From an optimization exercise on the open Yosys and OpenROAD flow, aimed at small area and a short achievable clock period; shortcuts taken in it are not production practice. Function was checked by simulation only, so behaviour that the tests miss may differ from the original. No activity file was given, so power comes from the tool's default toggle rates.

===== run.sh =====
#!/bin/bash
# synth_recipe.tcl (not shown) runs the flow's synth.tcl, then flattens the netlist and writes it again
# the make line also repeats each setting of config.mk as NAME=value (left out here)
make -C /OpenROAD-flow-scripts/flow DESIGN_CONFIG=/design/flow/config.mk WORK_HOME=/design/flow/orfs CLKGATE_MAP_FILE= SYNTH_SCRIPT=/design/flow/synth_recipe.tcl finish

===== config.mk =====
export PLATFORM = sky130hd
export DESIGN_NAME = memory_stage
export DESIGN_NICKNAME = memory_stage
export VERILOG_FILES = /design/flow/design.v
export SDC_FILE = /design/flow/constraint.sdc
export NUM_CORES = 4
export LEC_CHECK = 0
export CAP_MARGIN = 20
export CORE_MARGIN = 2
export CORE_UTILIZATION = 55
export CTS_CLUSTER_DIAMETER = 90
export CTS_CLUSTER_SIZE = 28
export SETUP_SLACK_MARGIN = 1.7
export SLEW_MARGIN = 20
export SYNTH_HIERARCHICAL = 1
export SYNTH_MEMORY_MAX_BITS = 8192
export SYNTH_MINIMUM_KEEP_SIZE = 0

===== constraint.sdc =====
create_clock -name core_clock -period 4.2 [get_ports {clk}]
set_input_delay 0.8400 -clock core_clock [delete_from_list [all_inputs] [get_ports {clk}]]
set_output_delay 0.8400 -clock core_clock [all_outputs]
set_load 0.01 [all_outputs]

===== design.v =====
module memory_stage #(
    parameter int DATA_W = 16,
    parameter int REG_W  = 3,
    parameter int ADDR_W = 8
) (
    input  logic              clk,
    input  logic              rst,
    input  logic              in_stall,
    input  logic              in_flush,
    input  logic [DATA_W-1:0] in_ALUResult,
    input  logic              in_Zero,
    input  logic [DATA_W-1:0] in_BranchTarget,
    input  logic [REG_W-1:0]  in_WriteRegister,
    input  logic [DATA_W-1:0] in_Write_Data,
    input  logic              in_MemRead,
    input  logic              in_MemWrite,
    input  logic              in_Branch,
    input  logic              in_RegWrite,
    input  logic              in_MemtoReg,
    output logic              O_PCSrc,
    output logic [DATA_W-1:0] O_BranchTarget,
    output logic [DATA_W-1:0] O_ReadData,
    output logic [DATA_W-1:0] O_ALUResult,
    output logic [REG_W-1:0]  O_WriteRegister,
    output logic              O_RegWrite,
    output logic [DATA_W-1:0] O_WB_Data
);
    localparam int DEPTH = 1 << ADDR_W;
    localparam int LO_W  = 4;                  
    localparam int HI_W  = ADDR_W - LO_W;      
    localparam int GW    = 1 << LO_W;          
    localparam int NGRP  = 1 << HI_W;          
    logic [DATA_W-1:0] em_alu, em_target, em_wdata;
    logic [REG_W-1:0]  em_wreg;
    logic              em_pcsrc, em_mr, em_mw, em_rw, em_m2r;
    logic [DATA_W-1:0] wb_rdata, wb_alu, wb_data;
    logic [REG_W-1:0]  wb_wreg;
    logic              wb_rw;
    logic [DATA_W-1:0] mem [DEPTH];
    logic [ADDR_W-1:0] ra;
    assign ra = em_alu[ADDR_W:1];
    logic adv;
    assign adv = !rst && !in_stall;
    always_ff @(posedge clk) begin
        if (rst) begin
            em_alu    <= '0;
            em_target <= '0;
            em_wreg   <= '0;
            em_pcsrc  <= 1'b0;
            em_mr     <= 1'b0;
            em_mw     <= 1'b0;
            em_rw     <= 1'b0;
            em_m2r    <= 1'b0;
        end else if (!in_stall) begin
            em_alu    <= in_ALUResult;
            em_target <= in_BranchTarget;
            em_wreg   <= in_WriteRegister;
            em_pcsrc  <= !in_flush && in_Branch && in_Zero;
            em_mr     <= !in_flush && in_MemRead;
            em_mw     <= !in_flush && in_MemWrite;
            em_rw     <= !in_flush && in_RegWrite;
            em_m2r    <= in_MemtoReg;
        end
    end
    always_ff @(posedge clk) begin
        if (!in_stall) em_wdata <= in_Write_Data;
    end
    logic [ADDR_W-1:0] na;
    assign na = in_stall ? ra : in_ALUResult[ADDR_W:1];
    logic [GW-1:0] lsel, lsel_in, lsel_q;
    always_comb begin
        lsel_in = '0;
        lsel_in[in_ALUResult[LO_W:1]] = 1'b1;
    end
    assign lsel = in_stall ? lsel_q : lsel_in;
    always_ff @(posedge clk) lsel_q <= lsel;
    localparam int NA3 = GW / 3;               
    localparam int NT  = NA3 + GW % 3;         
    logic [NGRP-1:0][DATA_W-1:0]         part_d, part;
    logic [NGRP-1:0][NT-1:0][DATA_W-1:0] t_n;
    for (genvar g = 0; g < NGRP; g++) begin : g_grp
        for (genvar k = 0; k < NA3; k++) begin : g_a3
            memory_stage_aoi3 #(.W(DATA_W)) u_aoi (
                .d0(mem[g*GW+3*k]), .d1(mem[g*GW+3*k+1]), .d2(mem[g*GW+3*k+2]),
                .s0({DATA_W{lsel[3*k]}}), .s1({DATA_W{lsel[3*k+1]}}), .s2({DATA_W{lsel[3*k+2]}}),
                .y_n(t_n[g][k])
            );
        end
        for (genvar k = NA3; k < NT; k++) begin : g_a1
            assign t_n[g][k] = ~(mem[g*GW+2*NA3+k] & {DATA_W{lsel[2*NA3+k]}});
        end
        memory_stage_nand_tree #(.N(NT), .W(DATA_W)) u_red (.a_n(t_n[g]), .y(part_d[g]));
    end
    logic              fwd_d;
    logic [NGRP-1:0]   hsel_d, hsel;
    logic              fwd;
    logic [DATA_W-1:0] fd;
    assign fwd_d = adv && em_mw && (ra == na);
    always_comb begin
        hsel_d = '0;
        hsel_d[na[ADDR_W-1:LO_W]] = !fwd_d;
    end
    always_ff @(posedge clk) begin
        part <= part_d;
        hsel <= hsel_d;
        fwd  <= fwd_d;
        fd   <= em_wdata;
    end
    logic [DATA_W-1:0] rdata;
    always_comb begin
        rdata = {DATA_W{fwd}} & fd;
        for (int g = 0; g < NGRP; g++) rdata |= {DATA_W{hsel[g]}} & part[g];
    end
    logic ld;
    assign ld = !in_stall && em_mr;
    always_ff @(posedge clk) begin
        if (rst) begin
            wb_rdata <= '0;
            wb_data  <= '0;
            wb_alu   <= '0;
            wb_wreg  <= '0;
            wb_rw    <= 1'b0;
        end else if (!in_stall) begin
            if (em_mr) wb_rdata <= rdata;
            wb_data  <= !em_m2r ? em_alu : em_mr ? rdata : wb_rdata;
            wb_alu   <= em_alu;
            wb_wreg  <= em_wreg;
            wb_rw    <= em_rw;
        end
    end
    logic [NGRP-1:0] whi;
    logic [GW-1:0]   wlo;
    always_comb begin
        whi = '0; whi[ra[ADDR_W-1:LO_W]] = adv && em_mw;
        wlo = '0; wlo[ra[LO_W-1:0]]      = 1'b1;
    end
    always_ff @(posedge clk) begin
        for (int i = 0; i < DEPTH; i++)
            if (whi[i / GW] && wlo[i % GW]) mem[i] <= em_wdata;
    end
    assign O_PCSrc         = em_pcsrc;
    assign O_BranchTarget  = em_target;
    assign O_ReadData      = wb_rdata;
    assign O_ALUResult     = wb_alu;
    assign O_WriteRegister = wb_wreg;
    assign O_RegWrite      = wb_rw;
    assign O_WB_Data       = wb_data;
endmodule
module memory_stage_aoi3 #(
    parameter int W = 16
) (
    input  logic [W-1:0] d0,
    input  logic [W-1:0] d1,
    input  logic [W-1:0] d2,
    input  logic [W-1:0] s0,
    input  logic [W-1:0] s1,
    input  logic [W-1:0] s2,
    output logic [W-1:0] y_n
);
    assign y_n = ~((d0 & s0) | (d1 & s1) | (d2 & s2));
endmodule
module memory_stage_nand_tree #(
    parameter int N = 6,
    parameter int W = 16
) (
    input  logic [N-1:0][W-1:0] a_n,
    output logic [W-1:0]        y
);
    always_comb begin
        y = '0;
        for (int i = 0; i < N; i++) y |= ~a_n[i];
    end
endmodule

==> impl_results.md, run 1 <==
- Final Instance Area: 0.177 mm²
- Clock Skews: 78.3 ps
- I/O Pins: 130
- Power Total: 78.4 mW
- Die area: 0.285 mm²
- Main synth FF type: edfxtp_1
- Crit path max fanout: 61
- Pre-CTS WS: -147 ps
- Detailed Route Iter0 Violations: 17762
- Register area: 0.131 mm²
- First-pass GRT wire length: 650 mm
- Non-filler cells, final: 12547
- Mapped Cells: 7598
- Layout cells sized above 1: 15.8%
- Peak supply drop: 0.364 mV
- H-Tree Depth: 4
- Critical path class: input pin to flop
- Power Dens Cells: 443 mW/mm²
- Clk root buf: clkbuf_16
- # placed instances: 12000
- Core Box Area: 0.280 mm²
- Tightest Hold Check Type: input pin to flop
- Post-synth top area cell: edfxtp_1
- Yosys reg bits: 4509
- Unrepaired setup endpoints after global routing: true
- Clk sinks: 4509
- Number of flip-flops under the largest register name: 4096
- Final WL: 482 mm
- Antenna-violating nets left: 0
- Worst Setup End Kind: flop
- PortBufs: 129
- Clock Path Buffers: 4
- # hold bufs at CTS: 0
- Nets: 8741
- CTS tree: yes
- Final Core Density: 63.3%
- Top flop regs: mem: 4096 flops, part: 256 flops
- Final Critical Period: 2690 ps
- Synth warn: 10
- Largest net degree at the start of global routing: 206
- Row count: 194
- Avg Synthesized Cell Area: 20.4 µm²
- Register area share after synthesis: 85.0%
- Status: timing/DRC/antenna clean
- DP Area: 0.167 mm²
- Initial DRT Pass Iterations: 14
- Leak: 55.1 nW
- Area occupied by multi-input gates: 0.0237 mm²
- Max Cap Viol: 0
- Critical Path RT: 4990 ps
- Die Y: 534 µm
- GRT Residual Overflow: 0
- Final hold violations: 0
- Clock latency on the worst-skew pair: 930 ps
- Initial antenna violation count: 18
- Arrival @ worst endpoint: 3480 ps
- Largest cells by area after synthesis: edfxtp_1 80%, a222oi_1 8.3%, dfxtp_1 5.1%
- Fillers: 19349
- F_max: 372 MHz
- Setup ws final: 1510 ps
- Cell Area, Synth: 0.155 mm²
- FFs w/ async S/R, synth: 0%
- GRT Resource Usage Total: 32.3%
- Slew margin rel.: 13.1%
- CTS Buf Count: 185
- Number of distinct library cells after synthesis: 61
- Vias/cell: 7.09
- Routed length per instance: 38.4 µm
- Startpoint types: input pin
- Initial Util: 55.3%
- Top-area cell type share of the netlist area: 79.8%
- Most frequent cells after synthesis: 4112 x edfxtp_1, 1282 x a222oi_1, 397 x dfxtp_1
- Layout area overhead: 14.4%
- Via count: 88914
- Measured slew at the worst slew-check pin: 1300 ps
- Vias in the first global route: 82370
- Top-count cell post-synth: edfxtp_1
- Hpwl dp: 279 mm
- RD Place Congestion: 0.937
- DRC errors left: 0
- Final period util: 64.0%
- Die width: 534 µm
- EDFF count, synth: 4112
- Syn_nets: 7669
- Final setup viols: 0
- Pins over their slew limit: 0
- Clock transition at path regs: 110 ps
- Largest reg by FF count: mem
==> where the power goes <==
group	internal, mW	switching, mW	total [mW]
clock network	8.87	13.2	22.1
logic	1.75	3.87	5.62
registers	49.8	0.945	50.7
total	60.4	18.0	78.4
==> critical path, cell delays in order <==
cell and delay (ps):
buf_12 120, o21a_4 220, nor2_4 160, nor3_4 60
a311oi_2 190, buf_4 190, buf_4 120, a21oi_4 60
buf_12 200, a222oi_1 720, and4_1 320, nand3_1 80
==> layout by cell type (no fill, tap or decap), types with 9 or more instances in the layout <==
cell type,count
buf_6,153
nand4_1,16
dlygate4sd2_1,49
clkdlybuf4s15_1,10
nor2_2,79
nand2_1,342
and4_2,9
nand3_1,258
a211oi_1,17
a22oi_1,136
nand2_8,10
buf_8,15
clkbuf_1,130
bufbuf_16,12
edfxtp_1,4112
dfxtp_1,374
nand2_4,12
dfxtp_4,15
nor2_4,41
buf_4,535
a21oi_4,14
o21a_1,16
buf_2,9
o221ai_1,17
and4_1,244
nor2_1,243
a222oi_1,1282
clkbuf_16,215
buf_16,26
nor4_1,10
nor3_1,15
clkdlybuf4s50_1,54
a22oi_2,10
buf_12,133
mux2i_1,58
==> cell families (layout without fill, tap and decap cells) <==
| logic type | after synthesis | in the layout | synth area share [%] |
|---|---|---|---|
| compound gates | 1514 | 1516 | 9.41 |
| xor+xnor | 9 | 9 | 0.0510 |
| fa+ha+maj | 10 | 10 | 0.0809 |
| buf+inv | 157 | 1375 | 0.572 |
| flops | 4509 | 4509 | 85.0 |
| mux | 64 | 64 | 0.444 |
| other cells | 0 | 5 | 0 |
| simple gates | 1335 | 1335 | 4.46 |
==> final cells by class <==
type | instances | area share [%]
flip-flops and latches | 4509 | 74.3
repair buffers | 1027 | 6.50
clock buffers | 325 | 3.01
clock inverters | 10 | 0.0806
inverters | 13 | 0.0361
well taps | 3724 | 2.63
multi-input cells | 2934 | 13.4
diodes | 5 | 0.00707
==> through the flow <==
| stage | setup TNS, ps | hold slack (ps) |
|---|---|---|
| after floorplan | -639580 | 445 |
| after global placement | -98.5 | 450 |
| after detailed placement | -292 | 463 |
| after CTS | 0 | 168 |
| after global routing | 0 | 189 |
| final | 0 | 200 |
==> final timing paths <==
check,from,endpoint,slack (ps),depth (start not counted)
max,in_ALUResult[2],part[14],1510,12
min,in_ALUResult[1],em_alu[1],200,3
max reg2reg,hsel[2],wb_data[1],1550,7
min reg2reg,mem[129][14],part[142],480,2
==> routing by layer <==
layer	global-route usage, %	vias up	part of all wire [%]	routed length, µm
met1	46.4	46398	37	179000
met2	49.8	5971	46	222000
met5	0	-	0.011	51
li1	-	35801	-	-
met3	6.07	736	12	57900
met4	12.4	8	4.8	23000
==> timing repair <==
item	CTS	global route
setup buffers	76	53
resized for setup	441	240
pin swaps	50	85
setup endpoints to repair	4421	2807
cloned	40	37
==> inputs of run 2 (changes only) <==
--- a/design.v
+++ b/design.v
@@ -70,6 +70,3 @@
     logic [GW-1:0] lsel, lsel_in, lsel_q;
-    always_comb begin
-        lsel_in = '0;
-        lsel_in[in_ALUResult[LO_W:1]] = 1'b1;
-    end
+    memory_stage_dec #(.W(LO_W)) u_dec_lsel (.a(in_ALUResult[LO_W:1]), .y(lsel_in));
     assign lsel = in_stall ? lsel_q : lsel_in;
@@ -98,6 +95,5 @@
     assign fwd_d = adv && em_mw && (ra == na);
-    always_comb begin
-        hsel_d = '0;
-        hsel_d[na[ADDR_W-1:LO_W]] = !fwd_d;
-    end
+    logic [NGRP-1:0] nhi;
+    memory_stage_dec #(.W(HI_W)) u_dec_nhi (.a(na[ADDR_W-1:LO_W]), .y(nhi));
+    assign hsel_d = nhi & {NGRP{!fwd_d}};
     always_ff @(posedge clk) begin
@@ -130,8 +126,7 @@
     end
-    logic [NGRP-1:0] whi;
+    logic [NGRP-1:0] dhi, whi;
     logic [GW-1:0]   wlo;
-    always_comb begin
-        whi = '0; whi[ra[ADDR_W-1:LO_W]] = adv && em_mw;
-        wlo = '0; wlo[ra[LO_W-1:0]]      = 1'b1;
-    end
+    memory_stage_dec #(.W(HI_W)) u_dec_whi (.a(ra[ADDR_W-1:LO_W]), .y(dhi));
+    memory_stage_dec #(.W(LO_W)) u_dec_wlo (.a(ra[LO_W-1:0]), .y(wlo));
+    assign whi = dhi & {NGRP{adv && em_mw}};
     always_ff @(posedge clk) begin
@@ -147,2 +142,12 @@
     assign O_WB_Data       = wb_data;
+endmodule
+module memory_stage_dec #(
+    parameter int W = 4
+) (
+    input  logic [W-1:0]      a,
+    output logic [(1<<W)-1:0] y
+);
+    always_comb begin
+        for (int i = 0; i < (1 << W); i++) y[i] = (a == W'(i));
+    end
 endmodule
==> impl_results.md, run 2 <==
- Final Critical Period: 2560 ps
- Register area: 0.132 mm²
- Cell Area, Synth: 0.156 mm²
- Syn_nets: 7613
- Antenna-violating nets left: 0
- Top flop regs: mem: 4096 flops, part: 256 flops
- Synth warn: 11
- Tightest Hold Check Type: input pin to flop
- NetSw: 17.2 mW
- Clock Path Buffers: 4
- Area occupied by multi-input gates: 0.0238 mm²
- Clock latency on the worst-skew pair: 960 ps
- Largest family of logic cells by synthesized area: compound AO/OA/AOI/OAI gates
- Fillers: 19845
- Die width: 536 µm
- Detailed Route Iter0 Violations: 16847
- Top Layer Used: met4
- Layout area overhead: 11.3%
- Largest cells by area after synthesis: edfxtp_1 79%, a222oi_1 8.2%, dfxtp_1 5.1%
- Worst Setup End Kind: flop
- H-Tree Depth: 4
- Register area share after synthesis: 84.5%
- Power Dens Cells: 444 mW/mm²
- Clock Skews: 53.2 ps
- Met1 WL: 180 mm
- Final period util: 60.8%
- Max Cap Viol: 0
- Synth Area in Adders: 0%
- Most frequent cells after synthesis: 4112 x edfxtp_1, 1280 x a222oi_1, 397 x dfxtp_1
- Final setup TNS: 0 ps
- PortBufs: 129
- Setup ws final: 1640 ps
- Layout cells sized above 1: 11.6%
- CP max stage cell: a222oi_1
- Most frequent cells in the layout: 4112 x edfxtp_1, 1280 x a222oi_1, 492 x buf_4
- FFs w/ async S/R, synth: 0%
- Number of distinct library cells after synthesis: 48
- Leak: 54.6 nW
- Sw Share: 22.3%
- Status: timing/DRC/antenna clean
- Top-count cell post-synth: edfxtp_1
- Unrepaired setup endpoints after global routing: true
- DR WL met3: 51.6 mm
- Synth Area in XOR/XNOR: 0.0450%
- Pins over their slew limit: 0
- Reg power frac: 65.9%
- Main synth FF type: edfxtp_1
- Via count: 87651
- Clk root buf: clkbuf_16
- Clk sinks: 4509
- Number of flip-flops under the largest register name: 4096
- Initial DRT Pass Iterations: 14
- Capturing point of the worst reg2reg path: part[80]
- CTS Buf Count: 184
- Comb power frac: 5.8%
- Compound-Gate Fraction of Synth Area: 9.24%
- Nets: 8400
- Final WL: 465 mm
- Row count: 195
- Critical path's largest stage delay: 820 ps
- EDFF count, synth: 4112
- Levels on crit path: 8
- I/O Pins: 130
- Critical Path RT: 4960 ps
- Most common cell after layout, fill and taps aside: edfxtp_1
- F_max: 391 MHz
- Post-synth top area cell: edfxtp_1
- Core Box Area: 0.282 mm²
- DRC errors left: 0
- Pre-CTS WS: 59.9 ps
- Non-filler cells, final: 12284
- CP Launch Point: in_ALUResult[3]
- CP top delay family: compound AO/OA/AOI/OAI gates
- Initial Util: 55.2%
- Vias/cell: 7.14
- CP cell instances: clkbuf_4 -> buf_8 -> and4bb_4 -> mux2_8 -> buf_12 -> buf_4 -> a222oi_1 -> nand3_1
- Hpwl dp: 272 mm
- P_int: 59.7 mW
- Metal2 WL: 214 mm
- GRT Resource Usage Total: 31.7%
- CTS tree: yes
- # placed instances: 11849
- Initial antenna violation count: 30
- Largest net degree at the start of global routing: 178
- Slew margin rel.: 8.10%
- Yosys reg bits: 4509
- Final Core Density: 61.5%
- Avg Synthesized Cell Area: 20.6 µm²
- # hold bufs at CTS: 0
- R2R Setup Slk: 1660 ps
- Simple-gate share of the synthesized area: 5.18%
- Measured slew at the worst slew-check pin: 1380 ps
- FF-to-FF Start: lsel_q[7]
- Die area: 0.287 mm²
- Worst Path Buf+Inv: 4
- Top-area cell type share of the netlist area: 79.4%
- Die Y: 536 µm
- Crit path capture: part[201]
- Final setup viols: 0
- Multiplexer share of the synthesized area: 0.479%
- Largest reg by FF count: mem
- Mapped Cells: 7552
- RD Place Congestion: 0.937
- Clock network fraction of total power: 28.2%
- Peak supply drop: 0.362 mV
- Final hold violations: 0
- GRT Residual Overflow: 0
- First-pass GRT wire length: 642 mm
- Routed length per instance: 37.8 µm
- Critical path class: input pin to flop
- Arrival @ worst endpoint: 3310 ps
- Crit path max fanout: 30
- Vias in the first global route: 81597
- Startpoint types: input pin
- Reg2Reg Depth: 6
- Clock transition at path regs: 100 ps
==> run 2: how the worst min path moves through the flow <==
stage                  from        end  slack, ps  cells after the start
6_report           in_stall  em_alu[1]        380                      3
3_3_place_gp    mem[178][8]  part[184]        450                      2
5_1_grt            in_stall  em_alu[1]        360                      3
3_5_place_dp   mem[113][14]  part[126]        460                      2
2_1_floorplan     mem[2][0]    part[0]        440                      2
4_1_cts            in_stall  em_alu[3]        410                      3
==> run 2: metrics by stage <==
stage	area, µm²	hold WS, ps	power [mW]
after global routing	173000	359	78.7
after global placement	167000	451	55.8
after floorplan	156000	445	53.1
after detailed placement	167000	458	55.9
final	173000	383	76.9
after CTS	173000	406	76.9
==> run 2: timing repair <==
action | in CTS | in global routing
cloned | 9 | 3
pin swaps | 9 | 11
setup endpoints to repair | 4162 | 453
buffers inserted | 26 | 9
gates resized for setup | 201 | 27
==> run 2: power groups by stage <==
| stage | logic [mW] | registers (mW) | clock network (mW) |
|---|---|---|---|
| 6_report | 4.48 | 50.7 | 21.7 |
| 5_1_grt | 4.65 | 50.6 | 23.4 |
| 4_1_cts | 4.37 | 50.6 | 21.9 |
| 3_5_place_dp | 4.30 | 51.6 | 0 |
| 3_3_place_gp | 4.19 | 51.6 | 0 |
| 2_1_floorplan | 1.60 | 51.6 | 0 |
==> run 2: worst reg2reg max path, stage by stage, from the launching register on <==
cell and delay [ps]:
dfxtp_2 440, mux2_8 460, buf_4 290, buf_4 180, a222oi_1 600, and4_1 300, nand3_1 150
==> run 2: cells by family after synthesis <==
| family | Yosys count |
|---|---|
| flip-flops | 4509 |
| buffers and inverters | 175 |
| multiplexers | 72 |
| XOR/XNOR | 8 |
| AND/OR/NAND/NOR | 1301 |
| AO/OA/AOI/OAI | 1487 |
==> run 2: cell type report <==
class | count | share of cell area [%]
Clock inverter | 12 | 0.0578
Inverter | 2 | 0.00433
Sequential cell | 4509 | 76.0
Tap cell | 3743 | 2.70
Multi-Input combinational cell | 2878 | 13.7
Antenna cell | 51 | 0.0737
Timing Repair Buffer | 764 | 4.46
Clock buffer | 325 | 3.02
==> run 2: layer usage <==
metal,GRT usage [%],up-vias
li1,-,35427
met1,46.6,46060
met2,48.5,5505
met3,5.24,659
met4,11.5,0
met5,0,-
==> inputs of run 3 (changes only) <==
==> flow/run.sh (new file) <==
#!/bin/bash
# The standard layout, with two changes to how it is made:
#  - the port buffers are plain buffers (buf_2) rather than the delay cells
#    buffer_ports picks by default, so timing repair can size them;
#  - timing repair may resize a cell to any cell of the same function, not
#    only to one of the same footprint.
# Everything else (synthesis, floorplan, power grid, tap cells, placement,
# CTS, routing) is the standard flow's own flow, run through standard.sh.
set -euo pipefail
bash standard.sh \
  "BUFFER_PORTS_ARGS=-buffer_cell sky130_fd_sc_hd__buf_2" \
  MATCH_CELL_FOOTPRINT=0 \
  finish > standard.log 2>&1
==> standard.sh (new file) <==
#!/bin/bash
# synth_recipe.tcl (not shown) runs the flow's synth.tcl, then flattens the netlist and writes it again
# the make line also repeats each setting of config.mk as NAME=value (left out here)
make -C /OpenROAD-flow-scripts/flow DESIGN_CONFIG=/design/flow/config.mk WORK_HOME=/design/flow/orfs CLKGATE_MAP_FILE= SYNTH_SCRIPT=/design/flow/synth_recipe.tcl "${@:-finish}"
--- a/config.mk
+++ b/config.mk
@@ -12,3 +12,3 @@
 export CTS_CLUSTER_SIZE = 28
-export SETUP_SLACK_MARGIN = 1.7
+export SETUP_SLACK_MARGIN = 1.9
 export SLEW_MARGIN = 20
removed: run.sh
==> impl_results.md, run 3 <==
- Status: timing/DRC/antenna clean
- # hold bufs at CTS: 0
- Synth Area in Adders: 0%
- Register area share after synthesis: 84.5%
- Hpwl dp: 273 mm
- Number of distinct library cells after synthesis: 48
- Simple-gate share of the synthesized area: 5.18%
- Layout cells sized above 1: 14.9%
- Initial Util: 55.2%
- Most common cell after layout, fill and taps aside: edfxtp_1
- Largest reg by FF count: mem
- Antenna-violating nets left: 0
- CP cell instances: a22oi_1 -> nand2_1 -> nor3_2 -> a41oi_1
- Clk root buf: clkbuf_16
- Peak supply drop: 0.367 mV
- Compound-Gate Fraction of Synth Area: 9.24%
- Syn_nets: 7613
- GRT Resource Usage Total: 34.2%
- Pre-CTS WS: 490 ps
- Power Dens Cells: 445 mW/mm²
- Leak: 54.9 nW
- Vias in the first global route: 82826
- Die Y: 536 µm
- Clock transition at path regs: 110 ps
- Layout area overhead: 11.9%
- Detailed Route Iter0 Violations: 18933
- Most frequent cells in the layout: 4112 x edfxtp_1, 1280 x a222oi_1, 500 x buf_4
- CP top delay family: simple AND/OR/NAND/NOR gates
- Yosys reg bits: 4509
- Cell Area, Synth: 0.156 mm²
- GRT Residual Overflow: 0
- PortBufs: 129
- Main synth FF type: edfxtp_1
- Clock Path Buffers: 4
- Setup ws final: 1710 ps
- Tightest Hold Check Type: input pin to flop
- Clock Skews: 54.5 ps
- Startpoint types: flop
- Vias/cell: 7.33
- Routed length per instance: 41.0 µm
- Slew margin rel.: 23.0%
- Measured slew at the worst slew-check pin: 1150 ps
- Initial antenna violation count: 46
- Clk sinks: 4509
- Largest net degree at the start of global routing: 187
- Arrival @ worst endpoint: 3250 ps
- Power Total: 77.4 mW
- Top flop regs: mem: 4096 flops, part: 256 flops
- H-Tree Depth: 4
- Final setup viols: 0
- I/O Pins: 130
- Mapped Cells: 7552
- Final setup TNS: 0 ps
- F_max: 402 MHz
- Max Cap Viol: 0
- Critical path's largest stage delay: 730 ps
- RD Place Congestion: 1.03
- Final period util: 59.2%
- Via count: 90235
- Initial DRT Pass Iterations: 14
- Die width: 536 µm
- CTS Buf Count: 185
- Largest family of logic cells by synthesized area: compound AO/OA/AOI/OAI gates
- Synth Area in XOR/XNOR: 0.0450%
- Core Box Area: 0.282 mm²
- Synth warn: 11
- Worst Path Buf+Inv: 0
- EDFF count, synth: 4112
- Post-synth top area cell: edfxtp_1
- Final Core Density: 61.8%
- Non-filler cells, final: 12306
- Final Critical Period: 2490 ps
- Clock latency on the worst-skew pair: 940 ps
- Most frequent cells after synthesis: 4112 x edfxtp_1, 1280 x a222oi_1, 397 x dfxtp_1
- Hold slack: 92.4 ps
- Top-area cell type share of the netlist area: 79.4%
- First-pass GRT wire length: 679 mm
- Final Instance Area: 0.174 mm²
- Avg Synthesized Cell Area: 20.6 µm²
- DRC errors left: 0
- DP Area: 0.165 mm²
- # placed instances: 11760
- Row count: 195
- Multiplexer share of the synthesized area: 0.479%
- Fillers: 19782
- Worst Setup End Kind: flop
- Largest cells by area after synthesis: edfxtp_1 79%, a222oi_1 8.2%, dfxtp_1 5.1%
- Nets: 8449
- Die area: 0.287 mm²
- Number of flip-flops under the largest register name: 4096
- CP max stage cell: nor3_2
- Unrepaired setup endpoints after global routing: true
- Final hold violations: 0
- FFs w/ async S/R, synth: 0%
- Crit path max fanout: 16
- Pins over their slew limit: 0
- Final WL: 505 mm
- Critical Path RT: 4960 ps
- CTS tree: yes
- Top-count cell post-synth: edfxtp_1
- Critical path class: flop to flop
## run 3: cell types whose count changed in the layout (fill, tap and decap cells not counted), sizes merged
cell           previous run  this run
clkinv                    2         7
clkdlybuf4s50            54         0
clkbuf                  327       333
inv                      11         5
mux2                     30        53
dlygate4sd2              50         0
diode                    51        26
clkinvlp                  1         2
buf                     641       779
bufinv                    0         1
clkdlybuf4s15            16         0
bufbuf                    1         0
## run 3: where the power goes
part	total [mW]	switching, mW	internal, mW	leakage (nW)
sequential	50.8	1.03	49.7	40.3
clock	22.1	13.2	8.85	2.60
combinational	4.60	3.26	1.34	12.0
total	77.4	17.5	59.9	54.9
## run 3: final cells by class
class / instances / area [µm²] / share of cell area, %
Inverter: 2 / 7.51 / 0.00431
Clock inverter: 13 / 151 / 0.0870
Multi-Input combinational cell: 2901 / 24400 / 14.0
Sequential cell: 4509 / 132000 / 75.6
Clock buffer: 323 / 5320 / 3.05
Tap cell: 3743 / 4680 / 2.69
Antenna cell: 26 / 65.1 / 0.0374
Timing Repair Buffer: 789 / 7810 / 4.49
## run 3: per-layer routing
| layer | track usage, % | part of all wire (%) | wire [µm] |
|---|---|---|---|
| met4 | 14.8 | 4.9 | 24800 |
| met3 | 7.43 | 13 | 67100 |
| met1 | 48.4 | 36 | 184000 |
| met2 | 51.6 | 45 | 229000 |
| met5 | 0 | 0.020 | 99 |
## run 3: logic make-up (layout without fill, tap and decap cells)
family,Yosys count,after routing
buf+inv,175,1127
flops,4509,4509
other cells,0,26
xor+xnor,8,8
mux,72,105
compound gates,1487,1487
simple gates,1301,1301
## run 3: what timing repair did
item                                     CTS  global route
endpoints found under the setup margin  4405          1086
gates cloned                              34             9
buffers inserted                         102            36
pin swaps                                 37            29
gates resized for setup                  318            90
## run 3: worst paths after layout
path	from	endpoint	slack, ps	cells past startpoint
setup reg to reg	hsel[15]	wb_rdata[9]	1710	4
setup / recovery	hsel[15]	wb_rdata[9]	1710	4
hold / removal	in_Write_Data[0]	em_wdata[0]	90	1
hold reg to reg	mem[114][4]	part[116]	450	2
==> inputs of run 4 (changes only) <==
--- a/config.mk
+++ b/config.mk
@@ -12,3 +12,3 @@
 export CTS_CLUSTER_SIZE = 28
-export SETUP_SLACK_MARGIN = 1.9
+export SETUP_SLACK_MARGIN = 2.05
 export SLEW_MARGIN = 20
==> impl_results.md, run 4 <==
- Status: timing/DRC/antenna clean
- Crit path max fanout: 2
- Worst Hold End: em_wdata[0]
- Largest reg by FF count: mem
- Hold Crit Depth: 1
- CTS Buf Count: 185
- Via count: 92697
- I/O Pins: 130
- Initial antenna violation count: 41
- HP Start: in_Write_Data[0]
- Clk root buf: clkbuf_16
- Fillers: 19259
- CP cell instances: buf_6
- Most common cell after layout, fill and taps aside: edfxtp_1
- Reg2Reg Depth: 4
- Max Cap Viol: 0
- Clock Skews: 65.6 ps
- H-Tree Depth: 4
- Number of distinct library cells after synthesis: 48
- Register area share after synthesis: 84.5%
- Final WL: 538 mm
- Synth warn: 11
- Leak: 56.7 nW
- Clock Path Buffers: 4
- Unrepaired setup endpoints after global routing: true
- Synth Area in XOR/XNOR: 0.0450%
- F_max: 426 MHz
- R2R Setup Slk: 1890 ps
- Die Y: 536 µm
- Power Dens Cells: 437 mW/mm²
- Critical path's largest stage delay: 450 ps
- Post-synth top area cell: edfxtp_1
- Measured slew at the worst slew-check pin: 1180 ps
- Pre-CTS WS: 490 ps
- Synth Area in Adders: 0%
- Clock transition at path regs: 100 ps
- CP max stage cell: dfxtp_4
- FFs w/ async S/R, synth: 0%
- Number of flip-flops under the largest register name: 4096
- Worst Path Buf+Inv: 1
- Setup ws final: 1850 ps
- Layout area overhead: 14.8%
- Largest net degree at the start of global routing: 187
- Yosys reg bits: 4509
- Largest family of logic cells by synthesized area: compound AO/OA/AOI/OAI gates
- EDFF count, synth: 4112
- Top-count cell post-synth: edfxtp_1
- Layout cells sized above 1: 17.8%
- Hpwl dp: 273 mm
- CTS tree: yes
- Most frequent cells after synthesis: 4112 x edfxtp_1, 1280 x a222oi_1, 397 x dfxtp_1
- Antenna-violating nets left: 0
- Initial DRT Pass Iterations: 14
- Final Instance Area: 0.179 mm²
- Clock latency on the worst-skew pair: 960 ps
- CP top delay family: flip-flops
- FF-to-FF Start: lsel_q[0]
- Avg Synthesized Cell Area: 20.6 µm²
- Final hold violations: 0
- Clk sinks: 4509
- Pins over their slew limit: 0
- Final period util: 55.9%
- Final setup TNS: 0 ps
- Row count: 195
- Top flop regs: mem: 4096 flops, part: 256 flops
- GRT Resource Usage Total: 36.0%
- Main synth FF type: edfxtp_1
- PortBufs: 129
- Core Box Area: 0.282 mm²
- Final Critical Period: 2350 ps
- Multiplexer share of the synthesized area: 0.479%
- GRT Residual Overflow: 0
- Startpoint types: flop
- Compound-Gate Fraction of Synth Area: 9.24%
- Slew margin rel.: 21.5%
- Most frequent cells in the layout: 4112 x edfxtp_1, 1280 x a222oi_1, 454 x buf_4
- Worst Setup End Kind: output pin
- First-pass GRT wire length: 709 mm
- Capturing point of the worst reg2reg path: part[192]
- RD Place Congestion: 1.03
- Tightest Hold Check Type: input pin to flop
- Critical path class: flop to output pin
- Top-area cell type share of the netlist area: 79.4%
- # hold bufs at CTS: 0
- Initial Util: 55.2%
- Die width: 536 µm
- Mapped Cells: 7552
- Critical Path RT: 3360 ps
- Vias in the first global route: 84513
- Arrival @ worst endpoint: 1510 ps
- Simple-gate share of the synthesized area: 5.18%
- DP Area: 0.165 mm²
- Syn_nets: 7613
- Final setup viols: 0
- Vias/cell: 7.41
- Largest cells by area after synthesis: edfxtp_1 79%, a222oi_1 8.2%, dfxtp_1 5.1%
- Routed length per instance: 43.1 µm
- Detailed Route Iter0 Violations: 20578
- Peak supply drop: 0.377 mV
- Power Total: 78.1 mW
- DRC errors left: 0
- Cell Area, Synth: 0.156 mm²
- Nets: 8648
- Die area: 0.287 mm²
[run 4: timing repair]
item | in CTS | in global routing
setup endpoints to repair | 4527 | 1867
gates cloned | 74 | 45
buffers inserted | 201 | 63
pin swaps | 85 | 124
gates resized for setup | 558 | 259
hold endpoints to repair | 0 | 0
[run 4: layout make-up]
| type | instances | area [µm²] | share of cell area [%] |
|---|---|---|---|
| antenna | 25 | 62.6 | 0.0350 |
| clock buffer | 323 | 5320 | 2.98 |
| clock inverter | 13 | 151 | 0.0848 |
| inverter | 2 | 10.0 | 0.00561 |
| multi-input combinational | 2904 | 24800 | 13.9 |
| sequential | 4509 | 132000 | 73.7 |
| tap | 3743 | 4680 | 2.62 |
| timing repair buffer | 985 | 11900 | 6.64 |
[run 4: worst max path at each step]
stage                            from               to  slack (ps)  depth (start not counted)
final                      wb_alu[11]  O_ALUResult[11]        1850                          1
after detailed placement     in_stall        part[133]         490                          5
after floorplan           em_wdata[0]        mem[0][0]         140                          0
after global routing       wb_alu[11]  O_ALUResult[11]        1850                          1
after CTS                  wb_alu[11]  O_ALUResult[11]        1820                          1
after global placement       in_stall        part[133]         480                          5
[run 4: through the flow]
step	hold slack, ps	util [%]	instances
floorplan	445	-	7552
global placement	451	58.6	11760
detailed placement	457	58.6	11760
CTS	46.2	62.5	12371
global route	78.4	63.3	12482
finish	91.4	63.4	12504
[run 4: logic make-up (layout without fill, tap and decap cells)]
family | Yosys count | in the layout
DFF | 4509 | 4509
other | 0 | 25
buffers and inverters | 175 | 1323
muxes | 72 | 108
AOI/OAI and AO/OA | 1487 | 1487
xor gates and xnor gates | 8 | 8
and+or+nand+nor | 1301 | 1301
[run 4: where the power goes]
part           switching (mW)  internal, mW  total (mW)
combinational            3.54          1.61        5.14
sequential               1.02          49.7        50.8
clock                    13.3          8.85        22.2
[run 4: layer usage]
layer  wire length [µm]  vias to the layer above  track usage, %
li1                   -                    35965               -
met1             188000                    48374            49.7
met2             245000                     7353            54.3
met3              75100                      985            8.87
met4              30100                       20            17.1
met5                142                        -               0

[afterwards: timing with drivers on the ports]
The results above use ideal ports. As a check the final layouts listed here were re-extracted and re-timed, cells and wires unchanged.
Step 1 (the two cells are an assumption about what drives the block):
set clk [get_ports {clk}]
set_driving_cell -lib_cell sky130_fd_sc_hd__clkbuf_16 $clk
set_driving_cell -lib_cell sky130_fd_sc_hd__buf_2 [delete_from_list [all_inputs] $clk]
Step 2, shift: input delay + t, output delay - t, t = (earliest + latest rising clock arrival at the registers) / 2. This alone moves slack from input paths to output paths.
Slacks: no drivers / after step 1 / after step 2; pairs: no drivers / after step 1.
| run | t, ns | setup slack, ns | latest minus earliest clock arrival (ns) | worst slew at a driven data input, ns |
|---|---|---|---|---|
| run 1 | 1.007 | 1.510 / 1.554 / 0.564 | 0.087 / 0.087 | 0.07 |
| run 2 | 1.021 | 1.645 / 1.595 / 0.574 | 0.060 / 0.060 | 0.25 |
| run 3 | 1.011 | 1.715 / 1.715 / 0.747 | 0.059 / 0.059 | 0.32 |
| run 4 | 1.023 | 1.851 / 1.754 / 0.731 | 0.070 / 0.070 | 0.30 |
After both steps every run listed still meets setup and hold. The setup slack of run 4, which loses most, moves by -0.097 ns with the drivers and by -1.120 ns with both steps.
